This is an optimization exercise on Yosys and OpenROAD, whose aim is small area and a short achievable clock period, not a production implementation.
Function was checked by simulation only, so behaviour that the tests miss may differ from the original.
Power and IR drop assume default switching activity.

==> flow/design.v (excerpt) <==
module fft_test_core #(
  localparam int IW = 12,
  localparam int OW = 19,
  localparam int AW = 43
) (
  input  logic                 aclk,
  input  logic                 aresetn,
  input  logic [IW-1:0]        input_data_ch1,
  output logic signed [OW-1:0] fft_real,
  output logic signed [OW-1:0] fft_imag,
  output logic [AW-1:0]        amp,
  output logic                 fft_out_valid
);
  logic [8:0] tau;
  always_ff @(posedge aclk or negedge aresetn) begin
    if (!aresetn) tau <= '0;
    else          tau <= (tau == 9'd319) ? 9'd0 : tau + 9'd1;
  end
  logic signed [IW-1:0] din_r;
  always_ff @(posedge aclk) din_r <= {~input_data_ch1[IW-1], input_data_ch1[IW-2:0]};
  logic [31:0][33:0] r0, r1, r0_n, r1_n;
  logic [8:0] tau_n, tau_w;
  assign tau_n = (tau == 9'd319) ? 9'd0 : tau + 9'd1;
  assign tau_w = tau_n - 9'd2;
  logic r4_en, r4_lane, is2, is3, is4, is5, issq, sq_sub, bf_lane, wb2, wb3, wb4, wb5, wb_any, wb_lane, out_ph, out_sub;
  logic [4:0] m;
  always_ff @(posedge aclk or negedge aresetn) begin
    if (!aresetn) begin
      r4_en <= 1'b0;
      r4_lane <= 1'b0;
      is2 <= 1'b0;
      is3 <= 1'b0;
      is4 <= 1'b0;
      is5 <= 1'b0;
      issq <= 1'b0;
      sq_sub <= 1'b0;
      bf_lane <= 1'b0;
      wb2 <= 1'b0;
      wb3 <= 1'b0;
      wb4 <= 1'b0;
      wb5 <= 1'b0;
      wb_any <= 1'b0;
      wb_lane <= 1'b0;
      out_ph <= 1'b0;
      out_sub <= 1'b0;
      m <= '0;
    end else begin
      r4_en <= (tau_n >= 9'd66) && (tau_n < 9'd98) && !tau_n[0];
      r4_lane <= tau_n[1];
      is2 <= (tau_n >= 9'd98) && (tau_n < 9'd130);
      is3 <= (tau_n >= 9'd130) && (tau_n < 9'd162);
      is4 <= (tau_n >= 9'd162) && (tau_n < 9'd194);
      is5 <= (tau_n >= 9'd194) && (tau_n < 9'd226);
      issq <= (tau_n >= 9'd254) && (tau_n < 9'd318);
      sq_sub <= (tau_n >= 9'd286);
  ...
Settings: LEC_CHECK=0, CAP_MARGIN=20, CORE_MARGIN=2, CORE_UTILIZATION=55, SLEW_MARGIN=20; clock period 16.0 ns.
standard.sh (not shown) runs the stock make flow with config.mk's settings and CLKGATE_MAP_FILE= SYNTH_SCRIPT=/design/flow/synth_recipe.tcl, a recipe that flattens the netlist after the stock synthesis.
==> flow/flow/run.sh <==
#!/bin/bash
# The standard ORFS layout, with repair_timing aiming for a larger setup slack
# (the clock and constraints stay the design's). Make's full output goes to make.log.
set -euo pipefail
bash standard.sh SETUP_SLACK_MARGIN=${MARGIN:-11} finish > make.log 2>&1
The first run completed without violations.
Rerun with:
- ABC_AREA: default -> 1
What happened: Cell area is higher slightly. Worst hold slack degrades by 0.036 ns. Final cell count grows by about a fifth.
Rerun with:
--- a/flow/flow/run.sh
+++ b/flow/flow/run.sh
@@ -3 +3,2 @@
-# (the clock and constraints stay the design's). Make's full output goes to make.log.
+# (the clock and constraints stay the design's) and a clock tree without dummy loads.
+# Make's full output goes to make.log.
@@ -4,0 +6 @@
+export CTS_ARGS="-sink_clustering_enable -repair_clock_nets -dont_use_dummy_load"
- ABC_AREA: 1 -> default
Effect:
- The changed run went through all stages and came out clean
- routed wire length is lower by about 16%
- flip-flop and latch count does not change
- total power goes down by about 10%
Rerun with:
==> flow/flow/run.sh (replaced) <==
#!/bin/bash
# The standard ORFS layout, with repair_timing aiming for a larger setup slack
# (the clock and constraints stay the design's). Make's full output goes to make.log.
set -euo pipefail
bash standard.sh SETUP_SLACK_MARGIN=${MARGIN:-11.5} finish > make.log 2>&1
After rerunning:
- The changed run passed the timing, DRC and antenna checks
- sequential power barely changes
- design area goes up by 6.1%
- routed wire length goes up by 6.0%
- synthesized cell count does not change
- via count goes up by 3.0%

fft_test_core, a different RTL version from the one above (not shown whole).
For scale: about 9500 cells after synthesis, about 96 I/O pins, ~97000 µm² of cells after synthesis.
Settings: LEC_CHECK=0, ABC_AREA=1, CAP_MARGIN=20, CORE_MARGIN=2, CORE_UTILIZATION=55, SLEW_MARGIN=20, SYNTH_HIERARCHICAL=1, SYNTH_MINIMUM_KEEP_SIZE=0; clock period 16.0 ns.
==> flow/flow/run.sh <==
#!/bin/bash
# The standard ORFS layout, with repair_timing aiming for a larger setup slack
# (the clock and constraints stay the design's) and a clock tree without dummy loads.
# Make's full output goes to make.log.
set -euo pipefail
export CTS_ARGS="-sink_clustering_enable -repair_clock_nets -dont_use_dummy_load -sink_clustering_size 25 -sink_clustering_max_diameter 70"
bash standard.sh SETUP_SLACK_MARGIN=${MARGIN:-11.5} finish > make.log 2>&1
The baseline finished with timing, DRC and antenna clean.
Change:
- TNS_END_PERCENT: default -> 30
What happened: Clock power barely changes. Worst setup slack loses 28 ps. Die area is unchanged.
Change:
- TNS_END_PERCENT: 30 -> 10
Outcome: The changed run produced a clean layout; setup slack stays flat; die area is unchanged; cell count is lower by 0.38%; clock power stays flat.

[what the ideal ports hide]
How much do the figures lean on ideal ports? The routed layouts below were timed once more, with nothing changed but the port constraints. Step 1 assumes that a clkbuf_16 drives the clock port and a buf_2 every other input. Step 2, shift: input delay + t, output delay - t, t = (earliest + latest rising clock arrival at the registers) / 2. This alone moves slack from input paths to output paths. Slacks: no drivers / after step 1 / after step 2; pairs: no drivers / after step 1.
| run | shift t [ns] | setup slack, ns | worst setup path at the end | worst register clock-pin slew, ns |
|---|---|---|---|---|
| the first run of note 1 | 0.983 | 11.021 / 10.974 / 11.021 | register to register | 0.08 / 0.08 |
| the second run of note 1 | 0.970 | 11.067 / 10.975 / 11.067 | register to register | 0.07 / 0.07 |
| the third run of note 1 | 0.954 | 11.067 / 10.970 / 11.077 | register to register | 0.07 / 0.07 |
| the fourth run of note 1 | 0.964 | 11.161 / 11.161 / 11.161 | register to register | 0.07 / 0.07 |
| the first run of note 2 | 0.883 | 11.440 / 11.359 / 11.311 | input, reset recovery | 0.10 / 0.10 |
| the second run of note 2 | 0.884 | 11.413 / 11.331 / 11.299 | input, reset recovery | 0.10 / 0.10 |
| the third run of note 2 | 0.881 | 11.412 / 11.331 / 11.322 | input, reset recovery | 0.10 / 0.10 |
After both steps setup and hold are still met in every run listed. The setup slack of the first run of note 2, which loses most, moves by -0.081 ns with the drivers and by -0.129 ns with both steps. The worst setup slack also covers recovery checks on asynchronous resets.
